This is an optimization exercise on Yosys and OpenROAD, whose aim is small area, a short achievable clock period and few clock cycles, not a production implementation.
RTL that was checked went through simulation tests only; none was proved equivalent to the original.
No functional check of the RTL was part of run 3.
No activity file was given, so power comes from the tool's default toggle rates.

==> flow/design.v <==
`timescale 1ns / 1ps
package bum_pkg;
  localparam int unsigned HistoryDepth = 64;
  localparam int unsigned MvW          = 16;
  localparam int unsigned TimeW        = 32;
  localparam int unsigned CfgAddrW     = 3;
  localparam int unsigned InDataW      = 48;
  localparam int unsigned OutDataW     = 24;
  localparam int unsigned Lanes        = 16;
  localparam int unsigned Blocks       = HistoryDepth / Lanes;
  localparam logic [MvW-1:0] CriticalReset = 16'd7000;
  localparam logic [MvW-1:0] WarningReset  = 16'd11500;
  localparam logic [MvW-1:0] DeadbandReset = 16'd50;
  localparam logic [MvW-1:0] WindowReset   = 16'd2000;
  localparam logic           AutoReset     = 1'b1;
  localparam logic FuncSample = 1'b0;
  localparam logic FuncCheck  = 1'b1;
  typedef enum logic [1:0] {
    LVL_UNKNOWN  = 2'd0,
    LVL_CRITICAL = 2'd1,
    LVL_WARNING  = 2'd2,
    LVL_NORMAL   = 2'd3
  } level_e;
  typedef enum logic [CfgAddrW-1:0] {
    CFG_CRITICAL     = 3'd0,
    CFG_WARNING      = 3'd1,
    CFG_DEADBAND     = 3'd2,
    CFG_WINDOW       = 3'd3,
    CFG_AUTO_DISABLE = 3'd4
  } cfg_addr_e;
endpackage
`timescale 1ns / 1ps
module bum_history #(
  localparam int unsigned Depth  = bum_pkg::HistoryDepth,
  localparam int unsigned Lanes  = bum_pkg::Lanes,
  localparam int unsigned Blocks = bum_pkg::Blocks,
  localparam int unsigned SumRows = 4,
  localparam int unsigned SumW   = MvW + 4,
  localparam int unsigned IdxW   = $clog2(Depth),
  localparam int unsigned LaneW  = $clog2(Lanes),
  localparam int unsigned MvW    = bum_pkg::MvW,
  localparam int unsigned TimeW  = bum_pkg::TimeW
) (
  input  logic                     clk_i,
  input  logic                     wr_en_i,
  input  logic [IdxW-1:0]          wr_slot_i,
  input  logic [TimeW-1:0]         wr_now_i,
  input  logic [MvW-1:0]           wr_mv_i,
  input  logic [Blocks*Lanes-1:0]  cmp_sel_i,
  input  logic [TimeW-1:0]         cmp_now_i,    
  input  logic [15:0]              cmp_him1_i,   
  input  logic [15:0]              cmp_blo_i,    
  input  logic                     cmp_wrap_i,   
  output logic [Lanes-1:0]         cmp_mask_o,
  input  logic [Blocks*Lanes-1:0]  sum_sel_i,
  input  logic [Lanes-1:0]         sum_mask_i,   
  output logic [SumRows*SumW-1:0] sum_o,    
  output logic [LaneW:0]           cnt_o
);
  function automatic logic ge16(input logic [15:0] a, input logic [15:0] b);
    logic [15:0] g, e;
    logic [7:0]  g1, e1;
    logic [3:0]  g2, e2;
    logic [1:0]  g3, e3;
    g = a & ~b;
    e = ~(a ^ b);
    for (int k = 0; k < 8; k++) begin
      g1[k] = g[2*k+1] | (e[2*k+1] & g[2*k]);
      e1[k] = e[2*k+1] & e[2*k];
    end
    for (int k = 0; k < 4; k++) begin
      g2[k] = g1[2*k+1] | (e1[2*k+1] & g1[2*k]);
      e2[k] = e1[2*k+1] & e1[2*k];
    end
    for (int k = 0; k < 2; k++) begin
      g3[k] = g2[2*k+1] | (e2[2*k+1] & g2[2*k]);
      e3[k] = e2[2*k+1] & e2[2*k];
    end
    ge16 = g3[1] | (e3[1] & (g3[0] | e3[0]));
  endfunction
  logic [TimeW-1:0] ts [Depth];
  logic [MvW-1:0]   mv [Depth];
  for (genvar i = 0; i < Depth; i++) begin : g_ent
    logic [TimeW-1:0] ts_q;
    logic [MvW-1:0]   mv_q;
    always_ff @(posedge clk_i) begin
      if (wr_en_i && (wr_slot_i == IdxW'(i))) begin
        ts_q <= wr_now_i;
        mv_q <= wr_mv_i;
      end
    end
    assign ts[i] = ts_q;
    assign mv[i] = mv_q;
  end
  logic [MvW-1:0] lane_mv [Lanes];
  for (genvar l = 0; l < Lanes; l++) begin : g_lane
    logic [TimeW-1:0] st;
    logic [MvW-1:0]   sv;
    logic             le, ge, hit, vld;
    always_comb begin
      st  = '0;
      sv  = '0;
      vld = 1'b0;
      for (int b = 0; b < Blocks; b++) begin
        st  = st | ({TimeW{cmp_sel_i[b*Lanes + l]}} & ts[b*Lanes + l]);
        sv  = sv | ({MvW{sum_sel_i[b*Lanes + l]}} & mv[b*Lanes + l]);
        vld = vld | cmp_sel_i[b*Lanes + l];
      end
    end
    assign le  = ge16(cmp_now_i[15:0], st[15:0]);
    assign ge  = ge16(st[15:0], cmp_blo_i);
    assign hit = ((st[31:16] == cmp_now_i[31:16]) && le) || ((st[31:16] == cmp_him1_i) && !le);
    assign cmp_mask_o[l] = vld && hit && (cmp_wrap_i ? (ge || le) : (ge && le));
    assign lane_mv[l]  = sv;
  end
  function automatic logic [2*SumW-1:0] csa(input logic [SumW-1:0] a, input logic [SumW-1:0] b,
                                            input logic [SumW-1:0] c);
    logic [SumW-1:0] s, cy;
    s   = a ^ b ^ c;
    cy  = ((a & b) | (a & c) | (b & c)) << 1;
    csa = {cy, s};
  endfunction
  logic [SumW-1:0] r0 [16];
  logic [SumW-1:0] r1 [11];
  logic [SumW-1:0] r2 [8];
  logic [SumW-1:0] r3 [6];
  logic [SumW-1:0] r4 [4];
  always_comb begin
    for (int l = 0; l < 16; l++) r0[l] = SumW'(lane_mv[l]);
    for (int k = 0; k < 5; k++) {r1[2*k+1], r1[2*k]} = csa(r0[3*k], r0[3*k+1], r0[3*k+2]);
    r1[10] = r0[15];
    for (int k = 0; k < 3; k++) {r2[2*k+1], r2[2*k]} = csa(r1[3*k], r1[3*k+1], r1[3*k+2]);
    r2[6] = r1[9];
    r2[7] = r1[10];
    for (int k = 0; k < 2; k++) {r3[2*k+1], r3[2*k]} = csa(r2[3*k], r2[3*k+1], r2[3*k+2]);
    r3[4] = r2[6];
    r3[5] = r2[7];
    for (int k = 0; k < 2; k++) {r4[2*k+1], r4[2*k]} = csa(r3[3*k], r3[3*k+1], r3[3*k+2]);
    for (int k = 0; k < SumRows; k++) sum_o[k*SumW +: SumW] = r4[k];
  end
  always_comb begin
    logic [1:0] c2 [8];
    logic [2:0] c4 [4];
    logic [3:0] c8 [2];
    for (int k = 0; k < 8; k++) c2[k] = 2'(sum_mask_i[2*k]) + 2'(sum_mask_i[2*k+1]);
    for (int k = 0; k < 4; k++) c4[k] = 3'(c2[2*k]) + 3'(c2[2*k+1]);
    for (int k = 0; k < 2; k++) c8[k] = 4'(c4[2*k]) + 4'(c4[2*k+1]);
    cnt_o = 5'(c8[0]) + 5'(c8[1]);
  end
endmodule
`timescale 1ns / 1ps
module battery_undervoltage_monitor #(
  parameter int unsigned HistoryDepth = bum_pkg::HistoryDepth
) (
  input  logic                           clk_i,
  input  logic                           rst_ni,
  input  logic                           s_axis_tvalid_i,
  output logic                           s_axis_tready_o,
  input  logic [bum_pkg::InDataW-1:0]    s_axis_tdata_i,
  input  logic                           s_axis_tuser_i,
  output logic                           m_axis_tvalid_o,
  input  logic                           m_axis_tready_i,
  output logic [bum_pkg::OutDataW-1:0]   m_axis_tdata_o,
  input  logic                           cfg_valid_i,
  output logic                           cfg_ready_o,
  input  logic [bum_pkg::CfgAddrW-1:0]   cfg_addr_i,
  input  logic [bum_pkg::MvW-1:0]        cfg_data_i
);
  localparam int unsigned MvW    = bum_pkg::MvW;
  localparam int unsigned TimeW  = bum_pkg::TimeW;
  localparam int unsigned Lanes  = bum_pkg::Lanes;
  localparam int unsigned Blocks = bum_pkg::Blocks;
  localparam int unsigned IdxW   = $clog2(bum_pkg::HistoryDepth);
  localparam int unsigned LaneW  = $clog2(Lanes);
  localparam int unsigned BlkW   = $clog2(Blocks);
  localparam int unsigned AccW   = MvW + IdxW;
  localparam int unsigned ResW   = MvW + 5;
  localparam int unsigned SumRows = 4;
  localparam int unsigned SumW   = MvW + LaneW;
  localparam int unsigned DW     = AccW + 2;
  localparam int unsigned NSlot  = 9;    
  localparam int unsigned SlotW  = $clog2(NSlot);
  localparam int unsigned CntW   = $clog2(NSlot + 1);
  logic [MvW-1:0] critical_q, warning_q, deadband_q, window_q;
  logic           auto_q;
  always_ff @(posedge clk_i or negedge rst_ni) begin
    if (!rst_ni) begin
      critical_q <= bum_pkg::CriticalReset;
      warning_q  <= bum_pkg::WarningReset;
      deadband_q <= bum_pkg::DeadbandReset;
      window_q   <= bum_pkg::WindowReset;
      auto_q     <= bum_pkg::AutoReset;
    end else if (cfg_valid_i) begin
      case (cfg_addr_i)
        bum_pkg::CFG_CRITICAL:     critical_q <= cfg_data_i;
        bum_pkg::CFG_WARNING:      warning_q  <= cfg_data_i;
        bum_pkg::CFG_DEADBAND:     deadband_q <= cfg_data_i;
        bum_pkg::CFG_WINDOW:       window_q   <= cfg_data_i;
        bum_pkg::CFG_AUTO_DISABLE: auto_q     <= cfg_data_i[0];
        default: ;
      endcase
    end
  end
  logic [MvW-1:0]   s_mv;
  logic [TimeW-1:0] s_now;
  logic             tready_q, accept;
  logic [1:0]       s_cls;
  assign s_mv   = s_axis_tdata_i[MvW-1:0];
  assign s_now  = s_axis_tdata_i[bum_pkg::InDataW-1:MvW];
  assign accept = s_axis_tvalid_i && tready_q;
  always_comb begin
    if (s_mv == '0) begin
      s_cls = bum_pkg::LVL_UNKNOWN;
    end else if (s_mv <= critical_q) begin
      s_cls = bum_pkg::LVL_CRITICAL;
    end else if (s_mv <= warning_q) begin
      s_cls = bum_pkg::LVL_WARNING;
    end else begin
      s_cls = bum_pkg::LVL_NORMAL;
    end
  end
  logic             iv_q, iu_q;
  logic [TimeW-1:0] inow_q;
  logic [MvW-1:0]   imv_q;
  logic [1:0]       icls_q;
  logic             hold, proc, is_samp, is_chk, chk_go, nxt_chk;
  always_ff @(posedge clk_i or negedge rst_ni) begin
    if (!rst_ni) begin
      iv_q <= 1'b0;
    end else begin
      iv_q <= accept || (iv_q && hold);
    end
  end
  always_ff @(posedge clk_i) begin
    if (accept) begin
      iu_q   <= s_axis_tuser_i;
      inow_q <= s_now;
    end
  end
  always_ff @(posedge clk_i) begin
    imv_q  <= s_mv;
    icls_q <= s_cls;
  end
  logic [MvW-1:0]   held_q;
  logic [MvW:0]     hlo_q, hhi_q;
  logic [1:0]       lvl_q;
  logic             take, store, changed, alert, gate;
  logic [IdxW-1:0]  wp_q;
  logic             full_q;
  logic             pend_q;
  logic [IdxW-1:0]  pend_slot_q;
  logic [TimeW-1:0] pend_now_q;
  logic [MvW-1:0]   pend_mv_q;
  logic             cmp_v_q;
  logic [1:0]       cmp_g_q;
  assign hold    = iv_q && iu_q && gate && cmp_v_q && (cmp_g_q != 2'(Blocks - 1));
  assign proc    = iv_q && !hold;
  assign is_samp = proc && !iu_q;
  assign is_chk  = proc && iu_q;
  assign take    = (!hlo_q[MvW] && (imv_q < hlo_q[MvW-1:0])) ||
                   (!hhi_q[MvW] && (imv_q > hhi_q[MvW-1:0]));
  assign store   = is_samp && take;
  assign changed = icls_q != lvl_q;
  assign alert   = changed && ((icls_q == bum_pkg::LVL_CRITICAL) ||
                               (icls_q == bum_pkg::LVL_WARNING));
  assign gate    = (lvl_q == bum_pkg::LVL_CRITICAL) && auto_q;
  assign chk_go  = is_chk && gate;
  always_ff @(posedge clk_i or negedge rst_ni) begin
    if (!rst_ni) begin
      held_q <= '0;
      lvl_q  <= bum_pkg::LVL_UNKNOWN;
      wp_q   <= '0;
      full_q <= 1'b0;
      pend_q <= 1'b0;
    end else begin
      if (store) begin
        held_q <= imv_q;
        lvl_q  <= icls_q;
        wp_q   <= wp_q + IdxW'(1);
        if (wp_q == '1) full_q <= 1'b1;
      end
      pend_q <= store;
    end
  end
  logic [MvW:0] samp_lo, samp_hi;
  assign samp_lo = {1'b0, imv_q} - {1'b0, deadband_q};
  assign samp_hi = {1'b0, imv_q} + {1'b0, deadband_q};
  always_ff @(posedge clk_i or negedge rst_ni) begin
    if (!rst_ni) begin
      hlo_q <= {1'b0, 16'd0} - {1'b0, bum_pkg::DeadbandReset};
      hhi_q <= {1'b0, 16'd0} + {1'b0, bum_pkg::DeadbandReset};
    end else if (!is_samp) begin
      hlo_q <= {1'b0, held_q} - {1'b0, deadband_q};
      hhi_q <= {1'b0, held_q} + {1'b0, deadband_q};
    end else if (take) begin
      hlo_q <= samp_lo;
      hhi_q <= samp_hi;
    end
  end
  always_ff @(posedge clk_i) begin
    pend_slot_q <= wp_q;
    pend_now_q  <= inow_q;
    pend_mv_q   <= imv_q;
  end
  logic [BlkW-1:0]          cmp_blk_q, cmp_blk_d;
  logic [IdxW-1:0]          snap_wp_q, snap_wp_d;
  logic                     snap_full_q, snap_full_d;
  logic                     cmp_gate_q;
  logic [SlotW-1:0]         cmp_slot_q;
  logic [TimeW-1:0]         ctx_now_q, cmpv_now_q, new_now;
  logic [15:0]              ctx_him1_q, ctx_blo_q, cmpv_him1_q, cmpv_blo_q, new_him1, new_blo;
  logic                     ctx_wrap_q, cmpv_wrap_q, new_wrap;
  logic                     cmp_v_d;
  logic [1:0]               cmp_g_d;
  logic [Blocks*Lanes-1:0]  cmp_sel_q, cmp_sel_d;
  logic [SlotW-1:0]         wf_q;
  logic                     cmp_more;
  logic [Blocks*Lanes-1:0]  start_sel, cont_sel;
  assign cmp_more    = cmp_v_q && (cmp_g_q != 2'(Blocks - 1));
  assign cmp_v_d     = chk_go || cmp_more;
  assign cmp_g_d     = chk_go ? 2'd0 : cmp_g_q + 2'd1;
  assign cmp_blk_d   = chk_go ? wp_q[IdxW-1:LaneW] : cmp_blk_q + BlkW'(1);
  assign snap_wp_d   = chk_go ? wp_q : snap_wp_q;
  assign snap_full_d = chk_go ? full_q : snap_full_q;
  assign nxt_chk     = accept ? s_axis_tuser_i : hold;
  always_comb begin
    for (int b = 0; b < Blocks; b++) begin
      for (int l = 0; l < Lanes; l++) begin
        start_sel[b*Lanes + l] = (wp_q[IdxW-1:LaneW] == BlkW'(b)) &&
                                 (full_q || (IdxW'(b*Lanes + l) < wp_q));
        cont_sel[b*Lanes + l]  = cmp_more && ((cmp_blk_q + BlkW'(1)) == BlkW'(b)) &&
                                 (snap_full_q || (IdxW'(b*Lanes + l) < snap_wp_q));
      end
    end
    cmp_sel_d = ({(Blocks*Lanes){chk_go}} & start_sel) | cont_sel;
  end
  always_ff @(posedge clk_i or negedge rst_ni) begin
    if (!rst_ni) begin
      cmp_v_q <= 1'b0;
    end else begin
      cmp_v_q <= cmp_v_d;
    end
  end
  always_ff @(posedge clk_i) begin
    cmp_sel_q   <= cmp_sel_d;
    cmp_g_q     <= cmp_g_d;
    cmp_blk_q   <= cmp_blk_d;
    snap_wp_q   <= snap_wp_d;
    snap_full_q <= snap_full_d;
    if (chk_go) begin
      cmp_gate_q <= gate;
      cmp_slot_q <= wf_q;
      ctx_now_q  <= new_now;
      ctx_him1_q <= new_him1;
      ctx_blo_q  <= new_blo;
      ctx_wrap_q <= new_wrap;
    end
    cmpv_now_q  <= chk_go ? new_now  : (cmp_more ? ctx_now_q  : '0);
    cmpv_him1_q <= chk_go ? new_him1 : (cmp_more ? ctx_him1_q : '0);
    cmpv_blo_q  <= chk_go ? new_blo  : (cmp_more ? ctx_blo_q  : '0);
    cmpv_wrap_q <= chk_go ? new_wrap : (cmp_more && ctx_wrap_q);
  end
  assign new_now  = inow_q;
  assign new_him1 = inow_q[31:16] - 16'd1;
  assign new_blo  = inow_q[15:0] - window_q;
  assign new_wrap = inow_q[15:0] < window_q;
  logic [Lanes-1:0]         cmp_mask;
  logic [SumRows*SumW-1:0] grp_sum;
  logic [LaneW:0]           blk_cnt;
  logic                     m_v_q, m_first_q, m_last_q, m_gate_q;
  logic [SlotW-1:0]         m_slot_q;
  logic [Blocks*Lanes-1:0]  m_sel_q;
  logic [Lanes-1:0]         m_mask_q;
  logic                     g_v_q, g_first_q, g_last_q, g_gate_q;
  logic [SlotW-1:0]         g_slot_q;
  logic [SumRows*SumW-1:0] g_sum_q;
  logic [LaneW:0]           g_cnt_q;
  logic                     a_v_q, a_nz_q;
  logic [SlotW-1:0]         a_slot_q;
  logic [DW-1:0]            acc_s0_q, acc_s1_q, acc_c0_q, acc_c1_q;
  logic [DW-1:0]            acc_s0_d, acc_s1_d, acc_c0_d, acc_c1_d, diff;
  logic                     dis;
  bum_history u_history (
    .clk_i      (clk_i),
    .wr_en_i    (pend_q),
    .wr_slot_i  (pend_slot_q),
    .wr_now_i   (pend_now_q),
    .wr_mv_i    (pend_mv_q),
    .cmp_sel_i  (cmp_sel_q),
    .cmp_now_i  (cmpv_now_q),
    .cmp_him1_i (cmpv_him1_q),
    .cmp_blo_i  (cmpv_blo_q),
    .cmp_wrap_i (cmpv_wrap_q),
    .cmp_mask_o (cmp_mask),
    .sum_sel_i  (m_sel_q),
    .sum_mask_i (m_mask_q),
    .sum_o      (grp_sum),
    .cnt_o      (blk_cnt)
  );
  always_ff @(posedge clk_i or negedge rst_ni) begin
    if (!rst_ni) begin
      m_v_q   <= 1'b0;
      g_v_q   <= 1'b0;
      a_v_q   <= 1'b0;
    end else begin
      m_v_q <= cmp_v_q;
      g_v_q <= m_v_q;
      a_v_q <= g_v_q && g_last_q;
    end
  end
  function automatic logic [2*DW-1:0] csa(input logic [DW-1:0] a, input logic [DW-1:0] b,
                                          input logic [DW-1:0] c);
    logic [DW-1:0] s, cy;
    s   = a ^ b ^ c;
    cy  = ((a & b) | (a & c) | (b & c)) << 1;
    csa = {cy, s};
  endfunction
  always_comb begin
    logic [DW-1:0] p0, p1, q0, q1, t0, t1, t2, t3, u0, u1, u2, u3, u4, u5, u6;
    logic [DW-1:0] pp [5];
    p0 = g_first_q ? '0 : acc_s0_q;
    p1 = g_first_q ? '0 : acc_s1_q;
    {t1, t0} = csa(p0, p1, DW'(g_sum_q[0*SumW +: SumW]));
    {t3, t2} = csa(DW'(g_sum_q[1*SumW +: SumW]), DW'(g_sum_q[2*SumW +: SumW]),
                   DW'(g_sum_q[3*SumW +: SumW]));
    {u1, u0} = csa(t0, t1, t2);
    {acc_s1_d, acc_s0_d} = csa(u0, u1, t3);
    q0 = g_first_q ? '0 : acc_c0_q;
    q1 = g_first_q ? '0 : acc_c1_q;
    for (int j = 0; j <= LaneW; j++) pp[j] = g_cnt_q[j] ? (DW'(critical_q) << j) : '0;
    {u3, u2} = csa(q0, q1, pp[0]);
    {u5, u4} = csa(pp[1], pp[2], pp[3]);
    {t1, t0} = csa(u2, u3, u4);
    {t3, t2} = csa(u5, pp[4], t0);
    {acc_c1_d, acc_c0_d} = csa(t1, t2, t3);
  end
  always_ff @(posedge clk_i) begin
    for (int b = 0; b < Blocks; b++) begin
      m_sel_q[b*Lanes +: Lanes] <= cmp_sel_q[b*Lanes +: Lanes] & cmp_mask;
    end
    m_mask_q  <= cmp_mask;
    m_first_q <= cmp_g_q == 2'd0;
    m_last_q  <= cmp_g_q == 2'(Blocks - 1);
    m_gate_q  <= cmp_gate_q;
    m_slot_q  <= cmp_slot_q;
    g_first_q <= m_first_q;
    g_last_q  <= m_last_q;
    g_gate_q  <= m_gate_q;
    g_slot_q  <= m_slot_q;
    g_sum_q   <= grp_sum;
    g_cnt_q   <= blk_cnt;
    a_slot_q  <= g_slot_q;
    acc_s0_q  <= acc_s0_d;
    acc_s1_q  <= acc_s1_d;
    acc_c0_q  <= acc_c0_d;
    acc_c1_q  <= acc_c1_d;
    a_nz_q    <= (!g_first_q && a_nz_q) || (g_sum_q != '0);
  end
  assign diff = acc_c0_q + acc_c1_q - acc_s0_q - acc_s1_q;
  assign dis  = a_nz_q && !diff[DW-1];
  logic [ResW-1:0]  slot_q [NSlot];
  logic [NSlot-1:0] slot_rdy_q;
  logic [SlotW-1:0] rf_q;
  logic [NSlot-1:0] rf_oh_q;        
  logic [CntW-1:0]  cnt_q, cnt_d;
  logic [ResW-1:0]  res, head;
  logic             head_rdy, head_fin, move, ov_q;
  logic [ResW-1:0]  o_q;
  logic             w_v_q, w_chk_q, w_gate_q, w_chg_q, w_alert_q;
  logic [SlotW-1:0] w_slot_q;
  always_ff @(posedge clk_i or negedge rst_ni) begin
    if (!rst_ni) begin
      w_v_q <= 1'b0;
    end else begin
      w_v_q <= proc;
    end
  end
  always_ff @(posedge clk_i) begin
    w_chk_q   <= iu_q;
    w_gate_q  <= gate;
    w_chg_q   <= store && changed;
    w_alert_q <= store && alert;
    w_slot_q  <= wf_q;
  end
  assign res = {held_q, 1'b0, w_alert_q, w_chg_q, lvl_q};
  assign head_fin = a_v_q && (a_slot_q == rf_q);
  assign head_rdy = |(slot_rdy_q & rf_oh_q) || head_fin;
  assign move     = head_rdy && (!ov_q || m_axis_tready_i);
  always_comb begin
    head = '0;
    for (int k = 0; k < NSlot; k++) begin
      head = head | ({ResW{rf_oh_q[k]}} & slot_q[k]);
    end
    head[4] = head_fin ? dis : head[4];
  end
  for (genvar k = 0; k < NSlot; k++) begin : g_slot
    always_ff @(posedge clk_i) begin
      if (w_v_q && (w_slot_q == SlotW'(k))) begin
        slot_q[k] <= res;
      end else if (a_v_q && (a_slot_q == SlotW'(k))) begin
        slot_q[k][4] <= dis;
      end
    end
    always_ff @(posedge clk_i or negedge rst_ni) begin
      if (!rst_ni) begin
        slot_rdy_q[k] <= 1'b0;
      end else if (move && rf_oh_q[k]) begin
        slot_rdy_q[k] <= 1'b0;
      end else if (w_v_q && (w_slot_q == SlotW'(k))) begin
        slot_rdy_q[k] <= !w_chk_q || !w_gate_q;
      end else if (a_v_q && (a_slot_q == SlotW'(k))) begin
        slot_rdy_q[k] <= 1'b1;
      end
    end
  end
  assign cnt_d = cnt_q + CntW'(accept) - CntW'(move);
  logic room, cmp_more_d;
  always_comb begin
    if (accept) begin
      room = move ? (cnt_q <= CntW'(NSlot - 1)) : (cnt_q <= CntW'(NSlot - 2));
    end else begin
      room = move || (cnt_q <= CntW'(NSlot - 1));
    end
  end
  logic nxt_gate;
  assign nxt_gate = !accept || (auto_q && ((lvl_q == bum_pkg::LVL_CRITICAL) ||
                                           (is_samp && (icls_q == bum_pkg::LVL_CRITICAL))));
  assign cmp_more_d = chk_go || (cmp_more && (cmp_g_q != 2'(Blocks - 2)));
  always_ff @(posedge clk_i or negedge rst_ni) begin
    if (!rst_ni) begin
      wf_q     <= '0;
      rf_q     <= '0;
      rf_oh_q  <= NSlot'(1);
      cnt_q    <= '0;
      ov_q     <= 1'b0;
      tready_q <= 1'b0;
    end else begin
      if (proc) wf_q <= (wf_q == SlotW'(NSlot - 1)) ? '0 : wf_q + SlotW'(1);
      if (move) begin
        rf_q    <= (rf_q == SlotW'(NSlot - 1)) ? '0 : rf_q + SlotW'(1);
        rf_oh_q <= {rf_oh_q[NSlot-2:0], rf_oh_q[NSlot-1]};
      end
      cnt_q    <= cnt_d;
      ov_q     <= move || (ov_q && !m_axis_tready_i);
      tready_q <= room && !(nxt_chk && nxt_gate && cmp_more_d);
    end
  end
  always_ff @(posedge clk_i) begin
    if (move) o_q <= head;
  end
  assign s_axis_tready_o = tready_q;
  assign cfg_ready_o     = 1'b1;
  assign m_axis_tvalid_o = ov_q;
  assign m_axis_tdata_o  = {3'b000, o_q};
endmodule
==> flow/flow/run.sh <==
#!/bin/bash
set -euo pipefail
MARGIN=${SETUP_MARGIN_NS:-6.5}
bash standard.sh SETUP_SLACK_MARGIN=$MARGIN finish > standard_flow.log 2>&1
==> flow/standard.sh <==
#!/bin/bash
# synth_recipe.tcl (not shown) runs the flow's synth.tcl, then flattens the netlist and writes it again
# the make line also repeats each setting of config.mk as NAME=value (left out here)
make -C /OpenROAD-flow-scripts/flow DESIGN_CONFIG=/design/flow/config.mk WORK_HOME=/design/flow/orfs CLKGATE_MAP_FILE= SYNTH_SCRIPT=/design/flow/synth_recipe.tcl "${@:-finish}"
==> flow/config.mk <==
export PLATFORM = sky130hd
export DESIGN_NAME = battery_undervoltage_monitor
export DESIGN_NICKNAME = battery_undervoltage_monitor
export VERILOG_FILES = /design/flow/design.v
export SDC_FILE = /design/flow/constraint.sdc
export NUM_CORES = 4
export LEC_CHECK = 0
export CAP_MARGIN = 20
export CORE_MARGIN = 2
export CORE_UTILIZATION = 70
export CTS_CLUSTER_DIAMETER = 80
export CTS_CLUSTER_SIZE = 24
export SLEW_MARGIN = 20
==> flow/constraint.sdc <==
create_clock -name core_clock -period 10.0 [get_ports {clk_i}]
set_input_delay 2.0000 -clock core_clock [delete_from_list [all_inputs] [get_ports {clk_i}]]
set_output_delay 2.0000 -clock core_clock [all_outputs]
set_load 0.01 [all_outputs]
==> results of run 1 <==
[flip-flops by register name, summed over array words and instances (netlist names), 64 cells and up]
signal,cells
u_history.g_ent.ts_q,2048
u_history.g_ent.mv_q,1024
slot_q,189
g_sum_q,70
cmp_sel_q,64
m_sel_q,64
[worst max-delay path by stage]
stage / cells after the start / start / slack (ps) / end
3_3_place_gp: 10 / m_axis_tready_i / 5470 / cnt_q[1]$_DFF_PN0_
6_report: 10 / m_mask_q[11]$_DFF_P_ / 6420 / g_cnt_q[1]$_DFF_P_
4_1_cts: 1 / o_q[4]$_DFFE_PP_ / 6440 / m_axis_tdata_o[4]
5_1_grt: 10 / m_mask_q[11]$_DFF_P_ / 6340 / g_cnt_q[1]$_DFF_P_
3_5_place_dp: 7 / s_axis_tvalid_i / 5460 / cnt_q[1]$_DFF_PN0_
2_1_floorplan: 4 / pend_q$_DFF_PN0_ / 6340 / u_history.g_ent[3].mv_q[0]$_DFFE_PP_
[critical path, stage by stage, from the launching register on]
cell     delay, ps
dfxtp_2        330
fa_1           490
fa_2           610
inv_2           60
fa_1           550
fa_1           440
inv_2           80
ha_4           140
inv_2           40
fa_2           700
inv_2           40
[cell type report]
class	count	area (µm²)	share of cell area
Tap cell	3202	4010	0.0218
Antenna cell	26	65.1	0.000353
Clock buffer	319	5350	0.0290
Timing Repair inverter	1	7.51	0.0000408
Timing Repair Buffer	398	3530	0.0192
Inverter	794	3010	0.0164
Sequential cell	4029	116000	0.628
Multi-Input combinational cell	6253	52100	0.283
Clock inverter	36	522	0.00283
[power by group through the flow]
stage | clock network, mW | registers, mW | logic, mW
after detailed placement | 0 | 20.4 | 10.9
after global placement | 0 | 20.4 | 10.5
after floorplan | 0 | 20.2 | 6.82
final | 9.04 | 20.1 | 12.1
after CTS | 9.02 | 20.0 | 11.3
after global routing | 9.59 | 20.1 | 12.8
[what timing repair did]
action                                  in CTS  in global routing
buffers inserted                            11                 16
endpoints found under the setup margin     188                133
gates cloned                                 2                  0
pin swaps                                   14                 35
gates resized for setup                    278                190
[kinds of logic (layout without fill, tap and decap cells)]
kind of cell	Yosys count	in the layout	synth area share
buffers and inverters	1379	1548	0.0316
muxes	81	81	0.00523
other	2	30	0.0000439
AOI/OAI and AO/OA	2551	2551	0.109
xor gates and xnor gates	585	585	0.0299
DFF	4029	4029	0.674
adders and majority gates	1104	1104	0.0975
and+or+nand+nor	1927	1928	0.0531
[metal layers]
layer / vias up / GRT usage / part of all wire
li1: 43689 / - / -
met1: 52808 / 0.544 / 0.35
met4: 4 / 0.253 / 0.075
met5: - / 0 / 0.000049
met2: 7628 / 0.623 / 0.45
met3: 1465 / 0.100 / 0.13
[layout by cell type (no fill, tap or decap), types with 69 or more instances in the layout]
master and count:
edfxtp_1 3382, a22oi_1 1283, nand2_1 877, inv_1 778, ha_1 704, fa_1 379
xnor2_1 344, dfxtp_1 322, o21ai_0 249, xor2_1 239, buf_4 235, a21oi_1 228
clkbuf_16 194, nor2_1 187, a22o_1 182, nand4_1 152, dfxtp_2 150, and2_1 128
clkbuf_1 122, dfrtp_1 119, a21o_1 110, a221oi_1 102, nor4_1 96, nand3_1 89
nor2b_1 83, nor3_1 72, clkdlybuf4s50_1 71, nand2b_1 69
[stage by stage]
stage	worst slack (ps)	power (mW)	area [µm²]	utilization
final	6420	41.2	184000	0.757
after global routing	6340	42.5	184000	0.757
after CTS	6440	40.4	183000	0.753
after detailed placement	5460	31.3	177000	0.726
after global placement	5470	30.9	177000	0.726
after floorplan	6340	27.0	171000	-
==> insert_results.sql, run 1 <==
INSERT INTO impl_metrics (metric_group, metric, value, unit) VALUES
('synth', 'ys_seq_elements', '4029', ''),
('drt', 'drt-total-wl', '513000', 'µm'),
('global_routing', 'wire_length_of_the_first_global_routing_pass', '724000', 'µm'),
('synth', 'synth_cells', '11658', ''),
('global_routing', 'antenna_found_initial', '29', ''),
('timing', 'total_neg_setup_slack', '0', 'ps'),
('pwr', 'cell_internal_pwr', '27.4', 'mW'),
('floorplanning', 'core.rowCount', '181', ''),
('pwr', 'power.switching_fraction', '0.333', ''),
('clocking', 'cts_root_buf', 'clkbuf_16', ''),
('clocking', 'cts.path.max_buffers', '3', ''),
('worst_setup_path', 'capturing_element_type_of_the_critical_path', 'flip-flop', ''),
('floorplanning', 'die-area', '0.249', 'mm²'),
('timing', 'report.final.setup_viol', '0', ''),
('timing', 'layout_skew', '44.6', 'ps'),
('global_routing', 'first_global_vias', '103210', ''),
('worst_setup_path', 'max_fanout_on_critical_path', '2', ''),
('floorplanning', 'initial_cell_density_of_the_core', '0.704', ''),
('drt', 'drt_pre_antenna_iters', '8', ''),
('placement', 'dp.final_hpwl', '306000', 'µm'),
('synth', 'dominantRegCellSynth', 'edfxtp_1', ''),
('timing', 'layout_worst_path_cycle_share', '0.358', ''),
('synth', 'synthDominantAreaCellType', 'edfxtp_1', ''),
('timing', 'relSlewSlack', '0.180', ''),
('drt', 'drt_iter0_drc', '16408', ''),
('floorplanning', 'die_height', '499', 'µm'),
('worst_setup_path', 'r2r_start', 'm_mask_q[11]$_DFF_P_', ''),
('placement', 'place_congestion', '0.980', ''),
('pwr', 'pwr-share-clk', '0.220', ''),
('hold_path', 'holdCritPathClass', 'reg -> reg', ''),
('synth', 'ys_top_cells_by_area', 'edfxtp_1 59%, dfxtp_1 5.7%, a22oi_1 5.6%, ha_1 5.3%, fa_1 4.5%', ''),
('synth', 'synth_edf_count', '3382', ''),
('timing', 'slew_violations', '0', ''),
('clocking', 'post_cts_hold_buffer_count', '0', ''),
('drt', 'drc_errors', '0', ''),
('floorplanning', 'dieWidth', '499', 'µm'),
('drt', 'detail_route.vias_per_cell', '7.01', ''),
('clocking', 'insertion_delay', '950', 'ps'),
('worst_setup_path', 'setup.worst_path.class', 'reg -> reg', ''),
('hold_path', 'worstHoldStart', 'm_slot_q[0]$_DFF_P_', ''),
('hold_path', 'timing.hold.worst_path_depth', '0', ''),
('layout', 'design.final.nets', '12846', ''),
('clocking', 'clock_buffer_count_from_cts', '192', ''),
('layout', 'finalNonFillerCells', '15058', ''),
('pwr', 'share_seq_of_total_power', '0.487', ''),
('synth', 'synthesized_cell_area', '0.171', 'mm²'),
('worst_setup_path', 'r2r_cells', '10', ''),
('flow_run', 'maxCapViolCount', '0', ''),
('pwr', 'static-leakage-power', '66.8', 'nW'),
('worst_setup_path', 'critPathRequiredTime', '10840', 'ps'),
('synth', 'synth-seq-area-share', '0.674', ''),
('synth', 'yosys.area.top_type_share', '0.593', ''),
('synth', 'synth.avg_cell_area', '14.7', 'µm²'),
('clocking', 'cts.htree.levels', '4', ''),
('timing', 'hold_viol', '0', ''),
('clocking', 'cts_clock_pin_slew_for_the_worst_setup_and_hold_paths', '100', 'ps'),
('clocking', 'cts_num_sinks', '4029', ''),
('pwr', 'power.combinational.fraction', '0.293', ''),
('synth', 'synth_async_sr_flop_share', '0.0402', ''),
('floorplanning', 'core_area', '0.243', 'mm²'),
('global_routing', 'largest_net_degree_at_the_start_of_global_routing', '91', ''),
('layout', 'drive_gt1_frac', '0.0946', ''),
('floorplanning', 'num_io_pins', '100', ''),
('synth', 'synth.lib_cells_used.distinct', '90', ''),
('run_status', 'run_status', 'finished clean', ''),
('global_routing', 'grt.total_usage', '0.411', ''),
('synth', 'synth.most_common_cell', 'edfxtp_1', ''),
('drt', 'antenna_violating_nets_post_route', '0', ''),
('timing', 'fin_worst_hold_slack', '318', 'ps'),
('worst_setup_path', 'worst_setup_sp_type', 'flip-flop', ''),
('worst_setup_path', 'cp.arrival', '4420', 'ps');
Testbench counts, summed over its fixed seeds: cycles 9,872.
==> run 2, diff against run 1 <==
--- a/flow/config.mk
+++ b/flow/config.mk
@@ -9,3 +9,3 @@
 export CORE_MARGIN = 2
-export CORE_UTILIZATION = 70
+export CORE_UTILIZATION = 60
 export CTS_CLUSTER_DIAMETER = 80
==> insert_results.sql, run 2 <==
INSERT INTO impl_metrics (metric_group, metric, value, unit) VALUES
('run_status', 'run_status', 'finished clean', ''),
('placement', 'dp.final_hpwl', '328000', 'µm'),
('floorplanning', 'core.rowCount', '196', ''),
('floorplanning', 'die-area', '0.290', 'mm²'),
('worst_setup_path', 'r2r_cells', '10', ''),
('timing', 'min_clock_period_post_route', '3550', 'ps'),
('global_routing', 'first_global_vias', '101572', ''),
('timing', 'layout_worst_path_cycle_share', '0.355', ''),
('layout', 'mostFrequentLayoutCells', '3,382 x edfxtp_1, 1,285 x a22oi_1, 878 x nand2_1', ''),
('timing', 'layout_skew', '69.8', 'ps'),
('clocking', 'tritoncts', 'yes', ''),
('global_routing', 'grt.total_usage', '0.370', ''),
('global_routing', 'wire_length_of_the_first_global_routing_pass', '755000', 'µm'),
('worst_setup_path', 'capturing_element_type_of_the_critical_path', 'flip-flop', ''),
('drt', 'drt-total-wl', '543000', 'µm'),
('synth', 'synthDominantAreaCellType', 'edfxtp_1', ''),
('synth', 'synth.avg_cell_area', '14.7', 'µm²'),
('floorplanning', 'core_area', '0.284', 'mm²'),
('layout', 'drive_gt1_frac', '0.0954', ''),
('clocking', 'cts_num_sinks', '4029', ''),
('layout', 'areaGrowthSynthToFinish', '8.17', '%'),
('timing', 'total_neg_setup_slack', '0', 'ps'),
('worst_setup_path', 'max_fanout_on_critical_path', '2', ''),
('pwr', 'static-leakage-power', '67.0', 'nW'),
('floorplanning', 'dieWidth', '538', 'µm'),
('clocking', 'insertion_delay', '950', 'ps'),
('layout', 'regMostFlops', 'u_history.g_ent.ts_q', ''),
('synth', 'yosys.area.top_type_share', '0.593', ''),
('synth', 'ys_top_cells_by_area', 'edfxtp_1 59%, dfxtp_1 5.7%, a22oi_1 5.6%, ha_1 5.3%, fa_1 4.5%', ''),
('synth', 'synth-seq-area-share', '0.674', ''),
('timing', 'tightest_slew', '1230', 'ps'),
('floorplanning', 'num_io_pins', '100', ''),
('clocking', 'cts.path.max_buffers', '4', ''),
('layout', 'commonest_non_fill_non_tap_cell_in_the_layout', 'edfxtp_1', ''),
('placement', 'post_dp_cell_area', '0.177', 'mm²'),
('synth', 'ys_seq_elements', '4029', ''),
('timing', 'fmax', '281', 'MHz'),
('timing', 'report.final.setup_viol', '0', ''),
('synth', 'synth_cells', '11658', ''),
('drt', 'vias', '104005', ''),
('pwr', 'design_power_total', '41.6', 'mW'),
('layout', 'reg_top3', 'u_history.g_ent.ts_q (2048), u_history.g_ent.mv_q (1024), slot_q (189)', ''),
('pwr', 'ir_worst_vdd', '0.000198', 'V'),
('layout', 'design.final.nets', '12856', ''),
('timing', 'relSlewSlack', '0.181', ''),
('synth', 'synth_top_cells_by_count', '3,382 x edfxtp_1, 1,285 x a22oi_1, 880 x nand2_1, 793 x inv_1, 719 x ha_1', ''),
('synth', 'synth.most_common_cell', 'edfxtp_1', ''),
('worst_setup_path', 'setup.worst_path.class', 'reg -> reg', ''),
('worst_setup_path', 'worst_setup_sp_type', 'flip-flop', ''),
('synth', 'synth.lib_cells_used.distinct', '90', ''),
('pwr', 'power.density', '225', 'mW/mm²'),
('floorplanning', 'initial_cell_density_of_the_core', '0.602', ''),
('clocking', 'cts_clock_pin_slew_for_the_worst_setup_and_hold_paths', '100', 'ps'),
('synth', 'dominantRegCellSynth', 'edfxtp_1', ''),
('placement', 'place_congestion', '0.941', ''),
('timing', 'slew_violations', '0', ''),
('floorplanning', 'die_height', '538', 'µm'),
('hold_path', 'timing.hold.worst_path_depth', '0', ''),
('timing', 'hold_viol', '0', ''),
('synth', 'synth_edf_count', '3382', ''),
('worst_setup_path', 'cp.arrival', '4370', 'ps'),
('clocking', 'cts.htree.levels', '4', ''),
('drt', 'drt_pre_antenna_iters', '6', ''),
('global_routing', 'largest_net_degree_at_the_start_of_global_routing', '84', ''),
('timing', 'grt_setup_unrepaired', 'yes', ''),
('global_routing', 'grt_overflow_total', '0', ''),
('drt', 'detail_route.vias_per_cell', '6.66', ''),
('synth', 'synth-warning-count', '15', ''),
('synth', 'synth_async_sr_flop_share', '0.0402', ''),
('placement', 'port_buffers', '95', ''),
('clocking', 'post_cts_hold_buffer_count', '0', ''),
('hold_path', 'holdCritPathClass', 'reg -> reg', ''),
('clocking', 'cts_root_buf', 'clkbuf_16', ''),
('layout', 'final_cell_area', '0.185', 'mm²'),
('drt', 'avgRoutedWirePerCell', '34.7', 'µm'),
('synth', 'synthesized_cell_area', '0.171', 'mm²'),
('layout', 'largest_register_ffs', '2048', ''),
('drt', 'antenna_violating_nets_post_route', '0', ''),
('drt', 'drc_errors', '0', ''),
('clocking', 'clock_buffer_count_from_cts', '204', ''),
('drt', 'drt_iter0_drc', '14797', ''),
('global_routing', 'antenna_found_initial', '42', ''),
('flow_run', 'maxCapViolCount', '0', ''),
('worst_setup_path', 'critPathRequiredTime', '10810', 'ps');
==> run 2: logic make-up (layout without fill, tap and decap cells) <==
kind of cell / after synthesis / count (layout) / share of synthesized area
XOR/XNOR: 585 / 585 / 0.0299
adder cells (fa/ha/maj): 1104 / 1104 / 0.0975
multiplexers: 81 / 81 / 0.00523
other: 2 / 21 / 0.0000439
AND/OR/NAND/NOR: 1927 / 1929 / 0.0531
AO/OA/AOI/OAI: 2551 / 2551 / 0.109
buffers and inverters: 1379 / 1553 / 0.0316
flip-flops: 4029 / 4029 / 0.674
==> run 2: repair_timing <==
item | CTS | global route
setup endpoints to repair | 229 | 141
pin swaps | 10 | 35
cloned | 1 | 2
setup buffers | 24 | 13
gates resized for setup | 267 | 184
==> run 2: where the power goes <==
group	leakage (nW)	total [mW]	internal, mW	switching, mW
sequential	36.4	20.6	19.3	1.31
combinational	27.6	11.5	4.20	7.31
clock	2.98	9.51	4.09	5.42
total	67.0	41.6	27.6	14.0
==> run 2: worst max-delay path, stage by stage, from the launching register on <==
cell	delay, ps
dfxtp_4	380
fa_2	640
inv_2	50
fa_1	460
fa_1	530
fa_2	440
inv_2	80
ha_4	130
inv_2	40
fa_2	560
inv_2	80
==> run 2: routing by layer <==
| metal | vias to the layer above | routed length [µm] | global-route usage |
|---|---|---|---|
| li1 | 43739 | - | - |
| met1 | 53215 | 205000 | 0.499 |
| met2 | 5846 | 247000 | 0.576 |
| met3 | 1195 | 53800 | 0.0580 |
| met4 | 10 | 36900 | 0.214 |
| met5 | - | 55 | 0 |
==> run 2: final timing paths <==
path	start	end	slack (ps)
hold reg to reg	g_slot_q[1]$_DFF_P_	a_slot_q[1]$_DFF_P_	330
setup / recovery	m_mask_q[0]$_DFF_P_	g_cnt_q[1]$_DFF_P_	6450
max in group asynchronous	rst_ni	warning_q[0]$_DFFE_PN0P_	7090
min in group asynchronous	rst_ni	wp_q[4]$_DFFE_PN0P_	1080
setup reg to reg	m_mask_q[0]$_DFF_P_	g_cnt_q[1]$_DFF_P_	6450
hold / removal	g_slot_q[1]$_DFF_P_	a_slot_q[1]$_DFF_P_	330
==> run 2: final cells by class <==
type	instances	area, µm²
Clock inverter	48	520
Timing Repair inverter	1	5.00
Tap cell	3762	4710
Inverter	794	3010
Antenna cell	17	42.5
Sequential cell	4029	116000
Fill cell	20444	99200
Timing Repair Buffer	395	3480
Multi-Input combinational cell	6254	52000
Clock buffer	315	5690
==> run 2: through the flow <==
| step | std cells | utilization | hold WS [ps] | worst slack, ps |
|---|---|---|---|---|
| 6_report | 15615 | 0.651 | 333 | 6450 |
| 5_1_grt | 15599 | 0.651 | 338 | 6400 |
| 4_1_cts | 15582 | 0.648 | 335 | 6370 |
| 3_5_place_dp | 15194 | 0.623 | 313 | 5530 |
| 3_3_place_gp | 15192 | 0.623 | 310 | 5420 |
| 2_1_floorplan | 11660 | - | 310 | 6340 |
==> run 3, diff against run 2 <==
--- a/flow/design.v
+++ b/flow/design.v
@@ -234,3 +234,3 @@
   always_ff @(posedge clk_i) begin
-    if (accept) begin
+    if (!hold) begin
       iu_q   <= s_axis_tuser_i;
@@ -287,7 +287,4 @@
   assign samp_hi = {1'b0, imv_q} + {1'b0, deadband_q};
-  always_ff @(posedge clk_i or negedge rst_ni) begin
-    if (!rst_ni) begin
-      hlo_q <= {1'b0, 16'd0} - {1'b0, bum_pkg::DeadbandReset};
-      hhi_q <= {1'b0, 16'd0} + {1'b0, bum_pkg::DeadbandReset};
-    end else if (!is_samp) begin
+  always_ff @(posedge clk_i) begin
+    if (!is_samp) begin
       hlo_q <= {1'b0, held_q} - {1'b0, deadband_q};
==> insert_results.sql, run 3 <==
INSERT INTO impl_metrics (metric_group, metric, value, unit) VALUES
('hold_path', 'timing.hold.worst_path_depth', '0', ''),
('global_routing', 'grt.total_usage', '0.370', ''),
('timing', 'layout_skew', '59.7', 'ps'),
('pwr', 'switching_power', '14.1', 'mW'),
('worst_setup_path', 'worst_path_largest_cell_delay', '520', 'ps'),
('layout', 'finalNonFillerCells', '15709', ''),
('layout', 'area_used_by_sequential_logic_in_the_layout', '0.116', 'mm²'),
('floorplanning', 'die-area', '0.290', 'mm²'),
('layout', 'drive_gt1_frac', '0.0920', ''),
('layout', 'multi_input_comb_area', '0.0520', 'mm²'),
('synth', 'synthesized_cell_area', '0.172', 'mm²'),
('hold_path', 'worst_hold_path.endpoint', 'g_last_q$_DFF_P_', ''),
('layout', 'commonest_non_fill_non_tap_cell_in_the_layout', 'edfxtp_1', ''),
('synth', 'synth.lib_cells_used.distinct', '80', ''),
('pwr', 'power.combinational.fraction', '0.296', ''),
('drt', 'drt_pre_antenna_iters', '9', ''),
('placement', 'place_congestion', '0.984', ''),
('synth', 'synth_edf_count', '3415', ''),
('pwr', 'power.density', '225', 'mW/mm²'),
('worst_setup_path', 'rrSetupSlack', '6440', 'ps'),
('timing', 'grt_setup_unrepaired', 'yes', ''),
('layout', 'mostFrequentLayoutCells', '3,415 x edfxtp_1, 1,286 x a22oi_1, 878 x nand2_1', ''),
('pwr', 'cell_internal_pwr', '27.6', 'mW'),
('layout', 'fillers', '20472', ''),
('pwr', 'ir_worst_vdd', '0.000219', 'V'),
('drt', 'vias', '105044', ''),
('hold_path', 'holdCritPathClass', 'reg -> reg', ''),
('placement', 'placed_cells', '15293', ''),
('worst_setup_path', 'cp-startpoint', 'o_q[16]$_DFFE_PP_', ''),
('synth', 'synth.most_common_cell', 'edfxtp_1', ''),
('synth', 'synth_top_family_by_area', 'compound AO/OA/AOI/OAI gates', ''),
('clocking', 'cts_root_buf', 'clkbuf_16', ''),
('synth', 'synth-warning-count', '15', ''),
('layout', 'largest_register_ffs', '2048', ''),
('timing', 'slew_violations', '0', ''),
('run_status', 'run_status', 'finished clean', ''),
('global_routing', 'largest_net_degree_at_the_start_of_global_routing', '91', ''),
('timing', 'tightest_slew', '1250', 'ps'),
('worst_setup_path', 'max_fanout_on_critical_path', '1', ''),
('global_routing', 'grt_overflow_total', '0', ''),
('synth', 'post_synth_xor_area_fraction', '0.0264', ''),
('clocking', 'clock_buffer_count_from_cts', '203', ''),
('layout', 'design.final.nets', '12931', ''),
('synth', 'yosys.area.top_type_share', '0.598', ''),
('drt', 'antenna_violating_nets_post_route', '0', ''),
('timing', 'hold_viol', '0', ''),
('hold_path', 'worstHoldStart', 'm_last_q$_DFF_P_', ''),
('pwr', 'design_power_total', '41.7', 'mW'),
('clocking', 'tritoncts', 'yes', ''),
('floorplanning', 'core_area', '0.285', 'mm²'),
('global_routing', 'antenna_found_initial', '39', ''),
('drt', 'drt-total-wl', '544000', 'µm'),
('synth', 'synth_compound_gate_area_share', '0.111', ''),
('drt', 'drt_iter0_drc', '14343', ''),
('synth', 'synth_async_sr_flop_share', '0.0320', ''),
('worst_setup_path', 'cpLargestDelayFamily', 'flip-flops', ''),
('drt', 'detail_route.vias_per_cell', '6.69', ''),
('clocking', 'cts_num_sinks', '4029', ''),
('timing', 'relSlewSlack', '0.165', ''),
('layout', 'reg_top3', 'u_history.g_ent.ts_q (2048), u_history.g_ent.mv_q (1024), slot_q (189)', ''),
('worst_setup_path', 'r2r_start', 'cmpv_now_q[28]$_DFF_P_', ''),
('floorplanning', 'die_height', '539', 'µm'),
('global_routing', 'first_global_vias', '101971', ''),
('floorplanning', 'dieWidth', '539', 'µm'),
('worst_setup_path', 'crit_buf_inv', '1', ''),
('synth', 'yosys-mux-area-fraction', '0.00462', ''),
('synth', 'synth-adder-area-share', '0.0974', ''),
('layout', 'fin_util', '0.651', ''),
('timing', 'layout_worst_path_cycle_share', '0.363', ''),
('timing', 'min_clock_period_post_route', '3630', 'ps'),
('floorplanning', 'initial_cell_density_of_the_core', '0.602', '');
run 3: cell families (layout without fill, tap and decap cells):
logic type | Yosys count | count (layout)
buf+inv | 1397 | 1587
xor+xnor | 517 | 517
other cells | 2 | 32
fa+ha+maj | 1104 | 1104
flops | 4029 | 4029
simple gates | 1996 | 1996
compound gates | 2611 | 2611
mux | 71 | 71
run 3: repair_timing:
item / CTS / global route
pin swaps: 9 / 13
gates resized for setup: 272 / 132
cloned: 0 / 0
buffers inserted: 10 / 7
setup endpoints to repair: 236 / 257
run 3: final cells by class:
| type | instances | area share |
|---|---|---|
| Clock buffer | 320 | 0.0306 |
| Inverter | 820 | 0.0167 |
| Tap cell | 3762 | 0.0254 |
| Multi-Input combinational cell | 6303 | 0.281 |
| Sequential cell | 4029 | 0.625 |
| Clock inverter | 50 | 0.00278 |
| Antenna cell | 28 | 0.000378 |
| Timing Repair Buffer | 397 | 0.0180 |
run 3: metal layers:
layer,part of all wire,GRT usage
met5,0.00026,0
met4,0.065,0.209
met3,0.10,0.0708
met2,0.46,0.584
met1,0.37,0.486
run 3: how the worst max path moves through the flow:
stage,end,slack [ps],cells past startpoint
CTS,m_axis_tdata_o[16],6160,1
detailed placement,cnt_q[2]$_DFF_PN0_,5150,10
floorplan,u_history.g_ent[3].mv_q[0]$_DFFE_PP_,6340,4
global route,m_axis_tdata_o[16],6360,1
finish,m_axis_tdata_o[16],6370,1
global placement,cnt_q[1]$_DFF_PN0_,5170,10
run 3: per-stage QoR:
step / setup slack (ps) / hold WS [ps] / area, µm²
2_1_floorplan: 6340 / 310 / 172000
3_3_place_gp: 5170 / 311 / 178000
3_5_place_dp: 5150 / 313 / 178000
4_1_cts: 6160 / 320 / 185000
5_1_grt: 6360 / 317 / 185000
6_report: 6370 / 313 / 185000
run 3: power groups by stage:
| stage | logic (mW) | registers, mW | clock network, mW |
|---|---|---|---|
| floorplan | 7.51 | 19.8 | 0 |
| global placement | 11.3 | 20.2 | 0 |
| detailed placement | 11.6 | 20.3 | 0 |
| CTS | 11.9 | 19.9 | 9.55 |
| global route | 13.3 | 19.9 | 10.1 |
| finish | 12.4 | 19.9 | 9.48 |

## afterwards: timing with drivers on the ports
How much do the figures lean on ideal ports? The routed layouts below were timed once more, with nothing changed but the port constraints. Step 1: set_driving_cell puts a clkbuf_16 on clk_i and a buf_2 on each other input, an assumption about the parent block. Step 2 times the ports against the registers' clock, not the clock port: input delays grow and output delays shrink by t, the midpoint of the rising clock arrivals with the driver on. Slacks: no drivers / after step 1 / after step 2; pairs: no drivers / after step 1.
| run | t, ns | setup WS [ns] | cell pins on the clock port's net |
|---|---|---|---|
| run 1 | 1.030 | 6.420 / 6.375 / 5.626 | 1 |
| run 2 | 1.032 | 6.446 / 6.342 / 5.525 | 1 |
| run 3 | 1.040 | 6.373 / 6.265 / 5.671 | 1 |
After both steps every run listed still meets setup and hold. The setup slack of run 2, which loses most, moves by -0.104 ns with the drivers and by -0.921 ns with both steps.
